This design comes from an exercise in tuning for small area on the open sky130 flow, not from production work. Only simulation tests tie the RTL to the original design; equivalence was not proved. Power and IR drop assume default switching activity. No driver is modelled on the clock port, so clocking that relies on it looks cheaper here than on a real chip.

File: flow/design.v
module dp_ram_be #(
    parameter int                    DATA_WIDTH = 8,
    parameter int                    ADDR_WIDTH = 8,
    parameter int                    BYTE_WIDTH = 8,
    parameter logic [DATA_WIDTH-1:0] INIT_VALUE = '0
) (
    input  logic                                clk,
    input  logic                                rst,
    output logic                                init_busy,
    input  logic                                wr_en,
    input  logic [ADDR_WIDTH-1:0]               wr_addr,
    input  logic [DATA_WIDTH/BYTE_WIDTH-1:0]    wr_be,
    input  logic [DATA_WIDTH-1:0]               w_data,
    input  logic                                rd_en,
    input  logic [ADDR_WIDTH-1:0]               rd_addr,
    output logic [DATA_WIDTH-1:0]               r_data,
    output logic                                r_valid
);
    localparam int NB    = DATA_WIDTH / BYTE_WIDTH;
    localparam int DEPTH = 2 ** ADDR_WIDTH;
    logic                    state;       
    logic [ADDR_WIDTH-1:0]   clr_cnt;
    logic [DATA_WIDTH-1:0]   mem [DEPTH];
    logic [DATA_WIDTH-1:0]   mem_nxt [DEPTH];
    logic [DATA_WIDTH-1:0]   rd_data_p1;
    logic                    vld_p1;
    always_ff @(posedge clk or posedge rst) begin
        if (rst) begin
            state   <= 1'b0;
            clr_cnt <= '0;
        end else if (!state) begin
            clr_cnt <= clr_cnt + 1'b1;
            if (&clr_cnt) state <= 1'b1;
        end
    end
    assign init_busy = ~state;
    logic [ADDR_WIDTH-1:0]   wa;
    logic [NB-1:0]           wl;
    logic [DATA_WIDTH-1:0]   wd;
    logic [DEPTH-1:0]        wsel;
    assign wa = state ? wr_addr : clr_cnt;
    assign wl = state ? (wr_be & {NB{wr_en}}) : {NB{1'b1}};
    assign wd = state ? w_data : INIT_VALUE;
    dp_ram_be_dec #(.AW(ADDR_WIDTH)) u_wdec (
        .a   (wa),
        .en  (1'b1),
        .sel (wsel)
    );
    logic [DATA_WIDTH-1:0]   wdl;
    for (genvar l = 0; l < NB; l++) begin : g_wdl
        assign wdl[l*BYTE_WIDTH +: BYTE_WIDTH] = wd[l*BYTE_WIDTH +: BYTE_WIDTH] & {BYTE_WIDTH{wl[l]}};
    end
    for (genvar w = 0; w < DEPTH; w++) begin : g_word
        for (genvar l = 0; l < NB; l++) begin : g_lane
            logic keep;
            assign keep = ~(wsel[w] & wl[l]);
            dp_ram_be_wcell #(.W(BYTE_WIDTH)) u_cell (
                .q    (mem[w][l*BYTE_WIDTH +: BYTE_WIDTH]),
                .d    (wdl[l*BYTE_WIDTH +: BYTE_WIDTH]),
                .sel  (wsel[w]),
                .keep (keep),
                .nx   (mem_nxt[w][l*BYTE_WIDTH +: BYTE_WIDTH])
            );
        end
        always_ff @(posedge clk) begin
            mem[w] <= mem_nxt[w];
        end
    end
    logic                    rd_go;
    logic [DEPTH-1:0]        rsel;
    logic [DATA_WIDTH-1:0]   rd_nxt;
    assign rd_go = rd_en & state;
    dp_ram_be_dec #(.AW(ADDR_WIDTH)) u_rdec (
        .a   (rd_addr),
        .en  (rd_go),
        .sel (rsel)
    );
    for (genvar b = 0; b < DATA_WIDTH; b++) begin : g_rbit
        logic [DEPTH-1:0] col;
        for (genvar w = 0; w < DEPTH; w++) begin : g_col
            assign col[w] = mem[w][b];
        end
        dp_ram_be_rbit #(.N(DEPTH)) u_rbit (
            .d    (col),
            .s    (rsel),
            .q    (rd_data_p1[b]),
            .hold (~rd_go),
            .y    (rd_nxt[b])
        );
    end
    always_ff @(posedge clk or posedge rst) begin
        if (rst) begin
            vld_p1     <= 1'b0;
            rd_data_p1 <= '0;
        end else begin
            vld_p1     <= rd_go;
            rd_data_p1 <= rd_nxt;
        end
    end
    assign r_data  = rd_data_p1;
    assign r_valid = vld_p1;
endmodule
module dp_ram_be_dec #(
    parameter int AW = 6
) (
    input  logic [AW-1:0]    a,
    input  logic             en,
    output logic [2**AW-1:0] sel
);
    localparam int LW = AW / 2;
    localparam int HW = AW - LW;
    logic [2**LW-1:0] lo;
    logic [2**HW-1:0] hi;
    for (genvar i = 0; i < 2**LW; i++) begin : g_lo
        assign lo[i] = (a[LW-1:0] == LW'(i));
    end
    for (genvar i = 0; i < 2**HW; i++) begin : g_hi
        assign hi[i] = en && (a[AW-1:LW] == HW'(i));
    end
    for (genvar i = 0; i < 2**AW; i++) begin : g_sel
        assign sel[i] = hi[i >> LW] & lo[i % (2**LW)];
    end
endmodule
module dp_ram_be_wcell #(
    parameter int W = 8
) (
    input  logic [W-1:0] q,
    input  logic [W-1:0] d,
    input  logic         sel,
    input  logic         keep,
    output logic [W-1:0] nx
);
    assign nx = (q & {W{keep}}) | (d & {W{sel}});
endmodule
module dp_ram_be_rbit #(
    parameter int N = 64
) (
    input  logic [N-1:0] d,
    input  logic [N-1:0] s,
    input  logic         q,
    input  logic         hold,
    output logic         y
);
    localparam int NT = N + 1;
    localparam int NF = NT / 3;
    localparam int NR = NT % 3;
    localparam int NG = NF + (NR != 0 ? 1 : 0);
    logic [NT-1:0] dd, ss;
    logic [NG-1:0] g_n;
    assign dd = {q, d};
    assign ss = {hold, s};
    for (genvar g = 0; g < NF; g++) begin : g_grp
        dp_ram_be_aoi #(.K(3)) u_aoi (
            .d   (dd[3*g +: 3]),
            .s   (ss[3*g +: 3]),
            .y_n (g_n[g])
        );
    end
    if (NR != 0) begin : g_rem
        dp_ram_be_aoi #(.K(NR)) u_aoi (
            .d   (dd[3*NF +: NR]),
            .s   (ss[3*NF +: NR]),
            .y_n (g_n[NF])
        );
    end
    localparam int N2 = (NG + 3) / 4;
    localparam int N3 = (N2 + 1) / 2;
    logic [N2-1:0] o2;
    logic [N3-1:0] o3_n;
    for (genvar g = 0; g < N2; g++) begin : g_l2
        localparam int LO = g * NG / N2;
        localparam int HI = (g + 1) * NG / N2;
        dp_ram_be_nand #(.K(HI - LO)) u_nand (
            .a (g_n[HI-1:LO]),
            .y (o2[g])
        );
    end
    for (genvar g = 0; g < N3; g++) begin : g_l3
        localparam int LO = g * N2 / N3;
        localparam int HI = (g + 1) * N2 / N3;
        dp_ram_be_nor #(.K(HI - LO)) u_nor (
            .a   (o2[HI-1:LO]),
            .y   (o3_n[g])
        );
    end
    dp_ram_be_nand #(.K(N3)) u_out (
        .a (o3_n),
        .y (y)
    );
endmodule
module dp_ram_be_nand #(
    parameter int K = 2
) (
    input  logic [K-1:0] a,
    output logic         y
);
    assign y = ~&a;
endmodule
module dp_ram_be_nor #(
    parameter int K = 2
) (
    input  logic [K-1:0] a,
    output logic         y
);
    assign y = ~|a;
endmodule
module dp_ram_be_aoi #(
    parameter int K = 3
) (
    input  logic [K-1:0] d,
    input  logic [K-1:0] s,
    output logic         y_n
);
    assign y_n = ~|(d & s);
endmodule
module dp_ram_be_top (
    input  logic        clk,
    input  logic        rst,
    output logic        init_busy,
    input  logic        wr_en,
    input  logic [5:0]  wr_addr,
    input  logic [3:0]  wr_be,
    input  logic [31:0] w_data,
    input  logic        rd_en,
    input  logic [5:0]  rd_addr,
    output logic [31:0] r_data,
    output logic        r_valid
);
    dp_ram_be #(
        .DATA_WIDTH(32),
        .ADDR_WIDTH(6),
        .BYTE_WIDTH(8),
        .INIT_VALUE(32'hA5C3_5A3C)
    ) u_ram (
        .clk      (clk),
        .rst      (rst),
        .init_busy(init_busy),
        .wr_en    (wr_en),
        .wr_addr  (wr_addr),
        .wr_be    (wr_be),
        .w_data   (w_data),
        .rd_en    (rd_en),
        .rd_addr  (rd_addr),
        .r_data   (r_data),
        .r_valid  (r_valid)
    );
endmodule
File: flow/constraint.sdc
create_clock -name core_clock -period 4.0 [get_ports {clk}]
set_input_delay 0.8000 -clock core_clock [delete_from_list [all_inputs] [get_ports {clk}]]
set_output_delay 0.8000 -clock core_clock [all_outputs]
set_load 0.01 [all_outputs]
File: flow/run.sh
#!/bin/bash
# synth_recipe.tcl (not shown) runs the flow's synth.tcl, then flattens the netlist and writes it again
# the make line also repeats each setting of config.mk as NAME=value (left out here)
make -C /OpenROAD-flow-scripts/flow DESIGN_CONFIG=/design/flow/config.mk WORK_HOME=/design/flow/orfs CLKGATE_MAP_FILE= SYNTH_SCRIPT=/design/flow/synth_recipe.tcl finish
File: flow/config.mk
export PLATFORM = sky130hd
export DESIGN_NAME = dp_ram_be_top
export DESIGN_NICKNAME = dp_ram_be_top
export VERILOG_FILES = /design/flow/design.v
export SDC_FILE = /design/flow/constraint.sdc
export NUM_CORES = 4
export LEC_CHECK = 0
export CAP_MARGIN = 20
export CORE_MARGIN = 2
export CORE_UTILIZATION = 60
export CTS_BUF_LIST = sky130_fd_sc_hd__clkbuf_16
export CTS_CLUSTER_DIAMETER = 80
export CTS_CLUSTER_SIZE = 30
export SLEW_MARGIN = 20
export SYNTH_HIERARCHICAL = 1
==> flow_summary.ini, run 1 <==
[status]
status = failed layout checks
so_faults = negative setup slack

[clocking]
post-cts-setup-buffers = 0
htree_num_levels = 3
cts_buffers = 90
root_buffer = clkbuf_16
cts_hold_buf = 0
cts.reportedPaths.clkPinSlew_ps = 100
clk_path_buf_depth = 3
cts_resized = 0
numClockSinks = 2088
clock_latency_ps = 760
cts_tree = yes

[synth]
synth_adder_area_share_pct = 0.0162
synth_mux_area_share_pct = 0.102
ys_ff_latch = 2088
synth_nets = 6288
seq_area_frac_synth_pct = 54.4
synth_largest_area_cell = dfxtp_1
synth_compound_area_share_pct = 32.5
synth_top_family_by_area = compound AO/OA/AOI/OAI gates
syn_area_mm2 = 0.0771
synthCells = 6235
netlist.area_leader.share_pct = 53.2
synth-xor-area-share_pct = 0.0568
synth.area.top_cells = dfxtp_1, a22o_1, a222oi_1
synth.avg_cell_area_um2 = 12.4
ys_types = 31
yosys_warnings = 10
synthSimpleGateAreaFrac_pct = 4.90

[routing]
wirelength_mm = 271
first_iter_violations = 11200
routed.top_layer = met5
drc = 0
vias = 61000
drt_first_pass_iters = 17
dr_wl_met2_mm = 113
wire_per_inst_um = 34.0
wirelength_met1_mm = 111
viasPerCell = 7.65
ant_nets = 0
wl_met3_mm = 33.2

[placement]
dpl.cell_count = 7822
portBuffers = 85
place.gp.congestion = 0.969
placed_cell_area_mm2 = 0.0788
dp_hpwl_mm = 180
preCtsSetupSlack_ps = -724

[setup_path]
crit_path_start_kind = input port
end_kind = register
worstPathRequired_ps = 4590
worstSetupPathType = in2reg
critPathTopFamily = simple AND/OR/NAND/NOR gates
path_max_fanout = 17
slowest_delay_ps = 810
critical-path-slowest-cell = nor2_1
arrival_ps = 4740
cp_cell_sequence = clkdlybuf4s50_1 -> or3b_1 -> buf_4 -> nor2_2 -> buf_4 -> a222oi_1 -> nand4_1 -> nor2_1 -> nand3_1
path_common_cell = buf_4
cp_num_cells = 9
r2r_cells = 13
path_buf_inv = 3

[sta]
worst_pin_slew_ps = 1280
clock_skew_ps = 38.9
max_freq_mhz = 241
timing.hold.ws_ps = 492
setup_viol = 8
final_max_slew_viol_count = 0
fin_crit_ps = 4150
fin_crit_sh_pct = 104
rsz0062_at_grt = no
fin_ws_ps = -148
slew_headroom_pct = 14.5
hold_viol = 0
tns_ps = -673

[layout]
ff_latch_area_mm2 = 0.0420
final_util_pct = 64.1
multi_input_area_mm2 = 0.0296
drive_gt1_share_pct = 12.6
nNetsFinal = 6305
fin_area_mm2 = 0.0817
fillers = 10100
layout_common_cells = a22o_1, dfxtp_1, a222oi_1
syn_to_final_growth_pct = 5.96
fin_cells = 7967

[die]
core_mm2 = 0.128
rows = 131
die_h_um = 363
io_pins = 86
die_w_um = 363
dieArea_mm2 = 0.131
initial_core_util_pct = 60.5

[hold_path]
holdPathStages = 1
hold_class = reg2reg

[power]
power_leakage_nw = 30.8
finalPower_mw = 33.8
clockPowerShare_pct = 34.9
switching_share_pct = 22.1
ir_drop_mv = 0.412
p_comb_share_pct = 1.7
sequentialPowerShare_pct = 63.4
p_per_area_mw_per_mm2 = 414
p_switching_mw = 7.47
internal_power_mw = 26.4

[global_route]
antenna_found_initial = 17
grt_pass1_vias = 56700
overflow = 0
track_usage_pct = 39.5
grt_pass1_wl_mm = 392
grt_max_degree = 65

[flow_run]
timing.max_cap.violations = 0
## worst paths after layout
check                                        to  slack, ps              start
min reg2reg                   u_ram.mem[54][10]        490  u_ram.mem[54][10]
max reg2reg                u_ram.rd_data_p1[25]        -60        u_ram.state
max in group asynchronous   u_ram.rd_data_p1[7]       2640                rst
min                           u_ram.mem[54][10]        490  u_ram.mem[54][10]
min in group asynchronous  u_ram.rd_data_p1[13]        540                rst
max                         u_ram.rd_data_p1[0]       -150         rd_addr[0]
## synth_stat cells
master	n
ha_1	1
buf_2	32
dfxtp_1	2048
o21ai_0	1
a22oi_2	32
conb_1	1
dfrtp_1	40
buf_6	525
or3b_1	6
nand4bb_1	6
nand3_1	111
nand2_2	30
and3_1	7
mux2_2	7
nand4b_1	7
nor2_2	2
a22o_1	2048
nand4_1	131
xor2_1	1
nand3b_1	6
or3_1	2
or4b_4	2
inv_1	3
nor2_1	223
a222oi_1	672
clkbuf_1	17
nand2b_4	1
and2_4	1
and2_1	12
xnor2_1	4
nand2_1	256
## per-layer routing
metal,vias to the layer above,track usage (%)
met4,12,17.0
met2,4033,56.5
met5,-,0
met3,583,9.99
li1,25800,-
met1,30600,56.2
## power groups by stage
stage	Sequential (mW)	Clock, mW	Combinational (mW)
after floorplan	21.8	0	0.443
after global placement	21.9	0	0.549
after detailed placement	21.9	0	0.568
after CTS	21.5	11.9	0.570
after global routing	21.5	12.6	0.617
final	21.5	11.8	0.579
## flip-flops by register name, summed over array words and instances (netlist names)
signal            count
u_ram.rd_data_p1     32
u_ram.clr_cnt         6
u_ram.vld_p1          1
u_ram.state           1
u_ram.mem          2048
## final cells by class
class	instances	area share, %
multi-input combinational	3570	36.3
tap	1662	2.54
antenna	4	0.0122
sequential	2088	51.4
clock inverter	45	0.638
timing repair buffer	499	6.20
inverter	3	0.0138
clock buffer	96	2.94
## logic make-up (layout without fill, tap and decap cells)
logic type / count (synthesis) / count (layout)
fa+ha+maj: 1 / 1
other cells: 1 / 5
flops: 2088 / 2088
mux: 7 / 7
buf+inv: 577 / 643
xor+xnor: 5 / 5
compound gates: 2753 / 2753
simple gates: 803 / 803
==> run 2: changes to the inputs <==
--- a/flow/design.v
+++ b/flow/design.v
@@ -163,46 +163,7 @@
             .y_n (g_n[NF])
         );
     end
-    localparam int N2 = (NG + 3) / 4;
-    localparam int N3 = (N2 + 1) / 2;
-    logic [N2-1:0] o2;
-    logic [N3-1:0] o3_n;
-    for (genvar g = 0; g < N2; g++) begin : g_l2
-        localparam int LO = g * NG / N2;
-        localparam int HI = (g + 1) * NG / N2;
-        dp_ram_be_nand #(.K(HI - LO)) u_nand (
-            .a (g_n[HI-1:LO]),
-            .y (o2[g])
-        );
-    end
-    for (genvar g = 0; g < N3; g++) begin : g_l3
-        localparam int LO = g * N2 / N3;
-        localparam int HI = (g + 1) * N2 / N3;
-        dp_ram_be_nor #(.K(HI - LO)) u_nor (
-            .a   (o2[HI-1:LO]),
-            .y   (o3_n[g])
-        );
-    end
-    dp_ram_be_nand #(.K(N3)) u_out (
-        .a (o3_n),
-        .y (y)
-    );
-endmodule
-module dp_ram_be_nand #(
-    parameter int K = 2
-) (
-    input  logic [K-1:0] a,
-    output logic         y
-);
-    assign y = ~&a;
-endmodule
-module dp_ram_be_nor #(
-    parameter int K = 2
-) (
-    input  logic [K-1:0] a,
-    output logic         y
-);
-    assign y = ~|a;
+    assign y = ~&g_n;
 endmodule
 module dp_ram_be_aoi #(
     parameter int K = 3
==> flow/config.mk (replaced) <==
export PLATFORM = sky130hd
export DESIGN_NAME = dp_ram_be_top
export DESIGN_NICKNAME = dp_ram_be_top
export VERILOG_FILES = /design/flow/design.v
export SDC_FILE = /design/flow/constraint.sdc
export NUM_CORES = 4
export LEC_CHECK = 0
export CAP_MARGIN = 0
export CORE_MARGIN = 2
export CORE_UTILIZATION = 55
export CTS_BUF_LIST = sky130_fd_sc_hd__clkbuf_16
export CTS_CLUSTER_DIAMETER = 80
export CTS_CLUSTER_SIZE = 30
export SLEW_MARGIN = 0
export SYNTH_HIERARCHICAL = 1
==> run 2 against run 1 <==
Now clean on timing, DRC and antenna. Total power is 0.76% higher. Count of clock-buffer cells in the layout is 1 higher. Via count about the same. Final cell count up 3.5%. Utilization fell by 4.3 points. Sequential power hardly changed. Sequential cell count unchanged. Clock skew decreased by 0.53 ps. Routed wire length is 6.6% higher. Worst setup slack improved by 240 ps. Global-route usage decreased by 0.65 points. Non-clock buffer count rose by 135. Largest cell class unchanged. Largest power group unchanged.
==> flow_summary.ini, run 2 <==
[status]
status = finished clean

[synth]
seq_area_frac_synth_pct = 54.6
synth.avg_cell_area_um2 = 12.5
syn_area_mm2 = 0.0770
yosys_warnings = 10
synth_nets = 6192
synthCells = 6139
netlist.area_leader.share_pct = 53.3
ys_top_cells_by_count = a22o_1, dfxtp_1, a222oi_1
synth_edf_count = 0
synth-async-reset-ratio_pct = 1.92
ys_types = 33
ys.flop_type = dfxtp_1
synth_largest_area_cell = dfxtp_1
synth.area.top_cells = dfxtp_1, a22o_1, a222oi_1
ys_ff_latch = 2088

[layout]
regMostFlops = u_ram.mem
syn_to_final_growth_pct = 8.20
largest_reg_flops = 2048
top_regs = u_ram.mem: 2048 flops, u_ram.rd_data_p1: 32 flops, u_ram.clr_cnt: 6 flops
nNetsFinal = 6348
fillers = 11600
layout_common_cells = a22o_1, dfxtp_1, a222oi_1
fin_cells = 8242
drive_gt1_share_pct = 14.7

[clocking]
htree_num_levels = 3
cts_tree = yes
clk_path_buf_depth = 3
cts.reportedPaths.clkPinSlew_ps = 120
cts_buffers = 94
cts_hold_buf = 0
clock_latency_ps = 780
root_buffer = clkbuf_16
numClockSinks = 2088

[die]
io_pins = 86
initial_core_util_pct = 55.3
dieArea_mm2 = 0.143
rows = 137
die_h_um = 378
core_mm2 = 0.139
die_w_um = 378

[sta]
fin_crit_ps = 3910
max_freq_mhz = 256
rsz0062_at_grt = no
slew_headroom_pct = 15.3
worst_pin_slew_ps = 1270
clock_skew_ps = 38.4
fin_crit_sh_pct = 97.7
fin_ws_ps = 91.3
hold_viol = 0
setup_viol = 0
final_max_slew_viol_count = 0

[power]
switching_share_pct = 22.7
sequentialPowerShare_pct = 62.9
p_per_area_mw_per_mm2 = 409
clockPowerShare_pct = 35.3
p_switching_mw = 7.74
power_leakage_nw = 31.2
ir_drop_mv = 0.405
p_comb_share_pct = 1.7
internal_power_mw = 26.4

[setup_path]
crit_path_start_kind = register
worstPathRequired_ps = 4610
worstReg2RegStart = u_ram.state
r2r_end = u_ram.rd_data_p1[30]
path_max_fanout = 32
r2r_slack_ps = 90
end_kind = register
worstSetupPathType = reg2reg
r2r_cells = 12
arrival_ps = 4510

[routing]
vias = 61000
drt_first_pass_iters = 14
viasPerCell = 7.40
first_iter_violations = 10800
drc = 0
wirelength_mm = 289
wire_per_inst_um = 35.0
ant_nets = 0

[placement]
dpl.cell_count = 8073
dp_hpwl_mm = 195
portBuffers = 85
preCtsSetupSlack_ps = -854
place.gp.congestion = 0.975

[global_route]
grt_pass1_wl_mm = 411
overflow = 0
antenna_found_initial = 18
track_usage_pct = 38.8
grt_pass1_vias = 56800
grt_max_degree = 65

[hold_path]
holdCritStartpoint = u_ram.mem[18][7]
holdPathStages = 1
hold_class = reg2reg
min_to = u_ram.mem[18][7]

[flow_run]
timing.max_cap.violations = 0
==> run 2: critical path, stage by stage, from the launching register on <==
cell	delay (ps)
dfrtp_4	570
nand2_2	110
inv_1	80
buf_12	150
or4b_4	310
nor2_2	80
buf_12	170
a222oi_1	640
nand4_1	710
buf_4	390
nor4_2	230
buf_4	180
nand4_1	90
==> run 2: power groups by stage <==
stage	Combinational, mW	Sequential, mW	Clock (mW)
after floorplan	0.443	21.8	0
after global placement	0.553	21.9	0
after detailed placement	0.573	21.9	0
after CTS	0.574	21.5	12.2
after global routing	0.623	21.5	12.9
final	0.584	21.5	12.1
==> run 2: metrics by stage <==
step	setup TNS (ps)	util, %	hold slack (ps)	total power [mW]	cell area, um2
after floorplan	0	-	455	22.3	77000
after global routing	0	59.8	504	35.0	83300
after detailed placement	-9180	57.6	470	22.5	80100
after global placement	-8300	57.6	465	22.5	80100
final	0	59.8	496	34.1	83300
after CTS	0	59.8	494	34.2	83200
==> run 2: cell type report <==
class	instances	area, um2	area share, %
repair buffers	634	6350	7.63
well taps	1876	2350	2.82
inverters	3	11.3	0.0135
flip-flops and latches	2088	42000	50.4
clock inverters	65	664	0.798
diodes	5	12.5	0.0150
multi-input cells	3474	29500	35.4
clock buffers	97	2430	2.91
==> run 2: kinds of logic after synthesis <==
group	Yosys count	synth area share [%]
AO/OA/AOI/OAI	2753	32.6
flip-flops	2088	54.6
XOR/XNOR	5	0.0569
buffers and inverters	577	7.99
other	1	0.00487
AND/OR/NAND/NOR	707	4.70
multiplexers	7	0.102
adder cells (fa/ha/maj)	1	0.0163
==> run 2: worst max path at each step <==
| stage | slack [ps] | startpoint | end |
|---|---|---|---|
| floorplan | 6 | rd_en | u_ram.rd_data_p1[0] |
| global placement | -860 | rd_addr[1] | u_ram.rd_data_p1[26] |
| detailed placement | -850 | rd_addr[1] | u_ram.rd_data_p1[26] |
| CTS | 10 | u_ram.state | u_ram.rd_data_p1[30] |
| global route | 30 | u_ram.state | u_ram.rd_data_p1[26] |
| finish | 90 | u_ram.state | u_ram.rd_data_p1[30] |
==> run 2: repair_timing <==
| item | CTS | global route |
|---|---|---|
| pin swaps | 2 | 4 |
| setup buffers | 0 | 3 |
| gates resized for setup | 1 | 4 |
| endpoints found under the setup margin | 1 | 5 |
==> run 2: routing by layer <==
metal / global-route usage [%] / up-vias / wire length, um
li1: - / 25800 / -
met1: 52.3 / 30700 / 116000
met2: 57.3 / 3728 / 124000
met3: 11.3 / 668 / 33700
met4: 18.0 / 26 / 15800
met5: 0 / - / 188
==> run 3: changes to the inputs <==
--- a/flow/design.v
+++ b/flow/design.v
@@ -54,13 +54,15 @@
         for (genvar l = 0; l < NB; l++) begin : g_lane
             logic keep;
             assign keep = ~(wsel[w] & wl[l]);
-            dp_ram_be_wcell #(.W(BYTE_WIDTH)) u_cell (
-                .q    (mem[w][l*BYTE_WIDTH +: BYTE_WIDTH]),
-                .d    (wdl[l*BYTE_WIDTH +: BYTE_WIDTH]),
-                .sel  (wsel[w]),
-                .keep (keep),
-                .nx   (mem_nxt[w][l*BYTE_WIDTH +: BYTE_WIDTH])
-            );
+            for (genvar i = 0; i < BYTE_WIDTH; i++) begin : g_bit
+                dp_ram_be_wcell #(.W(1)) u_cell (
+                    .q    (mem[w][l*BYTE_WIDTH + i]),
+                    .d    (wdl[l*BYTE_WIDTH + i]),
+                    .sel  (wsel[w]),
+                    .keep (keep),
+                    .nx   (mem_nxt[w][l*BYTE_WIDTH + i])
+                );
+            end
         end
         always_ff @(posedge clk) begin
             mem[w] <= mem_nxt[w];
@@ -163,7 +165,46 @@
             .y_n (g_n[NF])
         );
     end
-    assign y = ~&g_n;
+    localparam int N2 = (NG + 3) / 4;
+    localparam int N3 = (N2 + 1) / 2;
+    logic [N2-1:0] o2;
+    logic [N3-1:0] o3_n;
+    for (genvar g = 0; g < N2; g++) begin : g_l2
+        localparam int LO = g * NG / N2;
+        localparam int HI = (g + 1) * NG / N2;
+        dp_ram_be_nand #(.K(HI - LO)) u_nand (
+            .a (g_n[HI-1:LO]),
+            .y (o2[g])
+        );
+    end
+    for (genvar g = 0; g < N3; g++) begin : g_l3
+        localparam int LO = g * N2 / N3;
+        localparam int HI = (g + 1) * N2 / N3;
+        dp_ram_be_nor #(.K(HI - LO)) u_nor (
+            .a   (o2[HI-1:LO]),
+            .y   (o3_n[g])
+        );
+    end
+    dp_ram_be_nand #(.K(N3)) u_out (
+        .a (o3_n),
+        .y (y)
+    );
+endmodule
+module dp_ram_be_nand #(
+    parameter int K = 2
+) (
+    input  logic [K-1:0] a,
+    output logic         y
+);
+    assign y = ~&a;
+endmodule
+module dp_ram_be_nor #(
+    parameter int K = 2
+) (
+    input  logic [K-1:0] a,
+    output logic         y
+);
+    assign y = ~|a;
 endmodule
 module dp_ram_be_aoi #(
     parameter int K = 3
==> flow/flow/run.sh (new file) <==
#!/bin/bash
# Own layout flow: the standard flow (standard.sh) with two changes made
# through ORFS's own variables:
#   * input/output ports are buffered with buf_2 instead of the default delay
#     buffer, which is larger and slower;
#   * CTS builds the tree from clkbuf_16 with larger sink clusters and does
#     not add dummy loads.
# The full make output goes to standard.log in the work folder; ORFS's
# per-step logs stay under orfs/logs/.
set -euo pipefail
export BUFFER_PORTS_ARGS="-buffer_cell sky130_fd_sc_hd__buf_2"
export CTS_ARGS="-sink_clustering_enable -repair_clock_nets -dont_use_dummy_load -buf_list sky130_fd_sc_hd__clkbuf_16 -sink_clustering_size 30 -sink_clustering_max_diameter 80"
bash standard.sh > standard.log 2>&1
==> flow/standard.sh (new file) <==
#!/bin/bash
# synth_recipe.tcl (not shown) runs the flow's synth.tcl, then flattens the netlist and writes it again
# the make line also repeats each setting of config.mk as NAME=value (left out here)
make -C /OpenROAD-flow-scripts/flow DESIGN_CONFIG=/design/flow/config.mk WORK_HOME=/design/flow/orfs CLKGATE_MAP_FILE= SYNTH_SCRIPT=/design/flow/synth_recipe.tcl "${@:-finish}"
==> flow/config.mk (replaced) <==
export PLATFORM = sky130hd
export DESIGN_NAME = dp_ram_be_top
export DESIGN_NICKNAME = dp_ram_be_top
export VERILOG_FILES = /design/flow/design.v
export SDC_FILE = /design/flow/constraint.sdc
export NUM_CORES = 4
export LEC_CHECK = 0
export CAP_MARGIN = 20
export CORE_MARGIN = 2
export CORE_UTILIZATION = 68
export CTS_BUF_LIST = sky130_fd_sc_hd__clkbuf_16
export CTS_CLUSTER_DIAMETER = 80
export CTS_CLUSTER_SIZE = 30
export SLEW_MARGIN = 20
export SYNTH_HIERARCHICAL = 1
removed: flow/run.sh
==> run 3 against run 2 <==
Count of clock-buffer cells in the layout is 18 lower. Combinational power decreased by 3%. Global-route usage is 6.7 points higher. Clock skew decreased by 5.1 ps. Sequential cell count unchanged. Synthesized cell count down 6.8%.
==> flow_summary.ini, run 3 <==
[status]
status = finished clean

[routing]
wire_per_inst_um = 34.3
drc = 0
drt_first_pass_iters = 14
first_iter_violations = 13600
viasPerCell = 8.21
vias = 61500
ant_nets = 0
wirelength_mm = 257

[setup_path]
critical-path-slowest-cell = nor2_1
crit_path_start_kind = register
slowest_delay_ps = 610
end_kind = register
worstPathRequired_ps = 4560
path_max_fanout = 17
worstSetupPathType = reg2reg
arrival_ps = 4460
cp_cell_sequence = nand2_2 -> inv_1 -> buf_4 -> nand4bb_1 -> nor2_2 -> buf_4 -> a222oi_1 -> nand4_1 -> nor2_1 -> nand3_1
path_common_cell = buf_4

[global_route]
track_usage_pct = 45.5
overflow = 0
antenna_found_initial = 7
grt_pass1_wl_mm = 372
grt_pass1_vias = 58000
grt_max_degree = 65

[placement]
preCtsSetupSlack_ps = -76.6
dp_hpwl_mm = 163
portBuffers = 85
placed_cell_area_mm2 = 0.0763
place.gp.congestion = 1.01

[power]
finalPower_mw = 31.8
power_leakage_nw = 29.7
ir_drop_mv = 0.513
p_per_area_mw_per_mm2 = 407

[sta]
fin_crit_sh_pct = 97.5
fin_crit_ps = 3900
rsz0062_at_grt = no
slew_headroom_pct = 15.9
fin_ws_ps = 100
worst_pin_slew_ps = 1260
final_max_slew_viol_count = 0
hold_viol = 0
clock_skew_ps = 33.3
max_freq_mhz = 256
setup_viol = 0

[clocking]
root_buffer = clkbuf_16
clk_path_buf_depth = 3
cts.reportedPaths.clkPinSlew_ps = 120
numClockSinks = 2088
cts_buffers = 79
htree_num_levels = 3
cts_tree = yes
cts_resized = 0
post-cts-setup-buffers = 0
cts_hold_buf = 0
clock_latency_ps = 720

[synth]
ys_types = 31
seq_area_frac_synth_pct = 58.8
ys_top_cells_by_count = a22o_1, dfxtp_1, a222oi_1
synth_nets = 5776
syn_area_mm2 = 0.0714
synth.area.top_cells = dfxtp_1, a22o_1, a222oi_1
synth_edf_count = 0
ys.flop_type = dfxtp_1
netlist.area_leader.share_pct = 57.4
synth-async-reset-ratio_pct = 1.92
synth_largest_area_cell = dfxtp_1
ys_ff_latch = 2088
synthCells = 5723
yosys_warnings = 10
synth.avg_cell_area_um2 = 12.5

[hold_path]
hold_class = in2async

[layout]
nNetsFinal = 6167
final_util_pct = 75.4
syn_to_final_growth_pct = 9.68
top_regs = u_ram.mem: 2048 flops, u_ram.rd_data_p1: 32 flops, u_ram.clr_cnt: 6 flops
drive_gt1_share_pct = 11.3
regMostFlops = u_ram.mem
fin_area_mm2 = 0.0783
largest_reg_flops = 2048
layout_common_cells = a22o_1, dfxtp_1, a222oi_1

[die]
die_h_um = 328
rows = 118
core_mm2 = 0.104
dieArea_mm2 = 0.108
initial_core_util_pct = 68.8
io_pins = 86
die_w_um = 328

[flow_run]
timing.max_cap.violations = 0
-- run 3: changes by cell type after synthesis, sizes merged --
cell,change
and4,-32
buf,-512
nand3,+96
nand4,-32
nor2,+96
nor4,-32
-- run 3: logic make-up (layout without fill, tap and decap cells) --
logic type               after synthesis  count (layout)  share of synthesized area, %
AND/OR/NAND/NOR                      803             803                          5.30
multiplexers                           7               7                         0.110
XOR/XNOR                               5               5                        0.0614
AO/OA/AOI/OAI                       2753            2753                          35.1
buffers and inverters                 65             454                         0.535
adder cells (fa/ha/maj)                1               1                        0.0175
flip-flops                          2088            2088                          58.8
other                                  1               3                       0.00525
-- run 3: path summary, 6_finish.rpt --
check	end	from	slack, ps	cells after the start
worst max register to register	u_ram.rd_data_p1[2]	u_ram.state	100	10
max in group asynchronous	u_ram.state	rst	3090	3
worst min register to register	u_ram.mem[22][19]	u_ram.mem[22][19]	500	1
worst min-delay path	u_ram.rd_data_p1[24]	rst	320	3
worst max-delay path	u_ram.rd_data_p1[2]	u_ram.state	100	10
min in group core_clock	u_ram.mem[22][19]	u_ram.mem[22][19]	500	1
-- run 3: area by class of cell --
class | count | area, um2
Sequential cell | 2088 | 42000
Antenna cell | 2 | 5.00
Inverter | 3 | 11.3
Fill cell | 7006 | 25500
Clock buffer | 79 | 1980
Multi-Input combinational cell | 3570 | 29500
Timing Repair Buffer | 372 | 3060
Tap cell | 1380 | 1730
-- run 3: per-layer routing --
layer / vias up / GRT usage [%] / part of all wire (%)
met5: - / 0.177 / 0.016
met4: 6 / 27.4 / 6.8
met3: 856 / 14.1 / 14
met2: 5033 / 65.4 / 42
met1: 30300 / 60.2 / 37
li1: 25400 / - / -
-- run 3: power breakdown --
| group | switching, mW | total [mW] | internal, mW |
|---|---|---|---|
| Clock | 6.20 | 9.78 | 3.59 |
| Sequential | 0.259 | 21.5 | 21.2 |
| Combinational | 0.192 | 0.569 | 0.377 |
| Total | 6.65 | 31.8 | 25.2 |
-- run 3: through the flow --
| step | instances | hold slack (ps) | setup TNS (ps) |
|---|---|---|---|
| after CTS | 7492 | 300 | 0 |
| after global placement | 7413 | 465 | -433 |
| final | 7494 | 319 | 0 |
| after detailed placement | 7413 | 470 | -232 |
| after floorplan | 5723 | 455 | 0 |
| after global routing | 7492 | 324 | 0 |
-- run 3: worst max-delay path: cells and delay by family, from the launching register on --
| kind | cells | cell delay [ps] |
|---|---|---|
| buffers and inverters | 3 | 690 |
| AO/OA/AOI/OAI | 1 | 380 |
| flip-flops | 1 | 420 |
| AND/OR/NAND/NOR | 6 | 2230 |
==> run 4: changes to the inputs <==
--- a/flow/config.mk
+++ b/flow/config.mk
@@ -7,9 +7,10 @@
 export LEC_CHECK = 0
 export CAP_MARGIN = 20
 export CORE_MARGIN = 2
-export CORE_UTILIZATION = 68
+export CORE_UTILIZATION = 62
 export CTS_BUF_LIST = sky130_fd_sc_hd__clkbuf_16
 export CTS_CLUSTER_DIAMETER = 80
 export CTS_CLUSTER_SIZE = 30
+export SETUP_SLACK_MARGIN = 0.2
 export SLEW_MARGIN = 20
 export SYNTH_HIERARCHICAL = 1
==> run 4 against run 3 <==
Still clean. Combinational power down 3%. Clock power up 2%. Hold slack worse by 150 ps. Worst setup slack better by 130 ps.
==> flow_summary.ini, run 4 <==
[global_route]
overflow = 0
grt_pass1_wl_mm = 362
grt_pass1_vias = 55500
grt_max_degree = 65
track_usage_pct = 39.9
antenna_found_initial = 15

[clocking]
htree_num_levels = 3
cts_hold_buf = 0
post-cts-setup-buffers = 0
cts_buffers = 81
clk_path_buf_depth = 3
cts_resized = 0
root_buffer = clkbuf_16
cts_tree = yes
numClockSinks = 2088
clock_latency_ps = 730
cts.reportedPaths.clkPinSlew_ps = 110

[die]
core_mm2 = 0.114
io_pins = 86
dieArea_mm2 = 0.118
die_h_um = 343
initial_core_util_pct = 62.5
die_w_um = 343
rows = 124

[sta]
final_max_slew_viol_count = 0
fin_crit_ps = 3770
max_freq_mhz = 265
slew_headroom_pct = 20.5
rsz0062_at_grt = no
setup_viol = 0
fin_crit_sh_pct = 94.2
worst_pin_slew_ps = 1190
timing.hold.ws_ps = 169
hold_viol = 0
clock_skew_ps = 58.0
tns_ps = 0

[layout]
syn_to_final_growth_pct = 10.0
top_regs = u_ram.mem: 2048 flops, u_ram.rd_data_p1: 32 flops, u_ram.clr_cnt: 6 flops
nNetsFinal = 6175
drive_gt1_share_pct = 11.4
largest_reg_flops = 2048
regMostFlops = u_ram.mem
layout_common_cells = a22o_1, dfxtp_1, a222oi_1

[synth]
ys.flop_type = dfxtp_1
ys_top_cells_by_count = a22o_1, dfxtp_1, a222oi_1
ys_types = 31
seq_area_frac_synth_pct = 58.8
synth_edf_count = 0
synthCells = 5723
synth_compound_area_share_pct = 35.1
netlist.area_leader.share_pct = 57.4
synth_top_family_by_area = compound AO/OA/AOI/OAI gates
ys_ff_latch = 2088
synthSimpleGateAreaFrac_pct = 5.30
synth-async-reset-ratio_pct = 1.92
synth_adder_area_share_pct = 0.0175
synth-xor-area-share_pct = 0.0614
syn_area_mm2 = 0.0714
synth.area.top_cells = dfxtp_1, a22o_1, a222oi_1
synth_mux_area_share_pct = 0.110
synth_largest_area_cell = dfxtp_1
synth_nets = 5776
yosys_warnings = 10
synth.avg_cell_area_um2 = 12.5

[placement]
portBuffers = 85
place.gp.congestion = 0.975
dp_hpwl_mm = 163

[flow_run]
timing.max_cap.violations = 0

[power]
p_per_area_mw_per_mm2 = 407
finalPower_mw = 31.9
power_leakage_nw = 29.7
ir_drop_mv = 0.337

[setup_path]
critPathTopFamily = simple AND/OR/NAND/NOR gates
worstSetupPathType = reg2reg
slowest_delay_ps = 630
crit_path_start_kind = register
worstPathRequired_ps = 4560
path_max_fanout = 17
critical-path-slowest-cell = a222oi_1
cp_cell_sequence = nand2_2 -> inv_1 -> nand4bb_1 -> buf_4 -> nor2_2 -> buf_4 -> a222oi_1 -> nand3_1 -> nor2_1 -> nand3_1
arrival_ps = 4330
end_kind = register
path_buf_inv = 3

[hold_path]
hold_class = in2async

[routing]
wirelength_mm = 245
first_iter_violations = 11000
vias = 59500
wire_per_inst_um = 32.1
drc = 0
ant_nets = 0
viasPerCell = 7.79
drt_first_pass_iters = 15

[status]
status = finished clean
-- run 4: cells by family after synthesis --
group	count (synthesis)
buf+inv	65
compound gates	2753
other cells	1
fa+ha+maj	1
xor+xnor	5
simple gates	803
flops	2088
mux	7
-- run 4: per-layer routing --
metal	wire length (um)	part of all wire, %	vias to the layer above	global-route usage, %
met1	99800	41	29700	56.2
li1	-	-	25400	-
met2	105000	43	3890	58.4
met3	30000	12	457	10.7
met5	93	0.038	-	0
met4	10400	4.2	14	15.8
-- run 4: layout make-up --
class	instances	area, um2
Fill cell	8572	35700
Inverter	3	11.3
Timing Repair Buffer	378	3040
Antenna cell	5	12.5
Multi-Input combinational cell	3570	29500
Clock buffer	81	2030
Tap cell	1512	1890
Sequential cell	2088	42000
-- run 4: stage by stage --
stage               setup slack [ps]  instances  area (um2)  util [%]
global placement                 153       7551       76500      67.0
global route                     302       7632       78500      68.8
CTS                              520       7632       78500      68.7
detailed placement               193       7551       76500      67.0
finish                           232       7637       78500      68.8
floorplan                        141       5723       71400         -
-- run 4: path summary, 6_finish.rpt --
check	start	end	slack, ps	cells after the start
max in group asynchronous	rst	u_ram.rd_data_p1[9]	3070	3
setup reg to reg	u_ram.state	u_ram.rd_data_p1[26]	230	10
setup / recovery	u_ram.state	u_ram.rd_data_p1[26]	230	10
min in group core_clock	u_ram.mem[25][21]	u_ram.mem[25][21]	490	1
hold reg to reg	u_ram.mem[25][21]	u_ram.mem[25][21]	490	1
hold / removal	rst	u_ram.rd_data_p1[28]	170	2
-- run 4: where the power goes --
| group | internal [mW] | switching, mW |
|---|---|---|
| sequential | 21.2 | 0.246 |
| clock | 3.67 | 6.25 |
| combinational | 0.377 | 0.175 |

-- re-timing with driven ports --
In the flow no input, the clock included, has a driving cell. The finished layouts below were timed again as built, in two steps.
Step 1 sets driving cells, clkbuf_16 on the clock port and buf_2 on the other inputs (assumed; they add their load-dependent delay and slew).
Step 2 adds t to the input delays and takes it off the output delays; t is the mean of the earliest and latest rising clock arrival at the registers after step 1. Input paths then give back, and output paths get back, about the clock's delay inside the block.
Three values: no drivers, after step 1, after step 2; two values: the first two.
run	t (ns)	slack for setup (ns)	hold slack, ns	worst setup path at the end	cell pins on the clock port's net
run 1	0.826	-0.148 / -0.099 / -0.925	0.492 / 0.477 / 0.492	input to register	1
run 2	0.837	0.091 / 0.091 / -0.702	0.496 / 0.487 / 0.496	input to register	1
run 3	0.776	0.100 / 0.100 / -0.403	0.319 / 0.264 / 0.497	input to register	1
run 4	0.776	0.232 / 0.232 / -0.091	0.169 / 0.113 / 0.491	input to register	1
With both steps, setup timing fails in run 2, run 3 and run 4, where it was met with ideal ports. For run 2, which loses most, drivers alone change the setup slack by 0.000 ns; drivers and shift together by -0.793 ns.
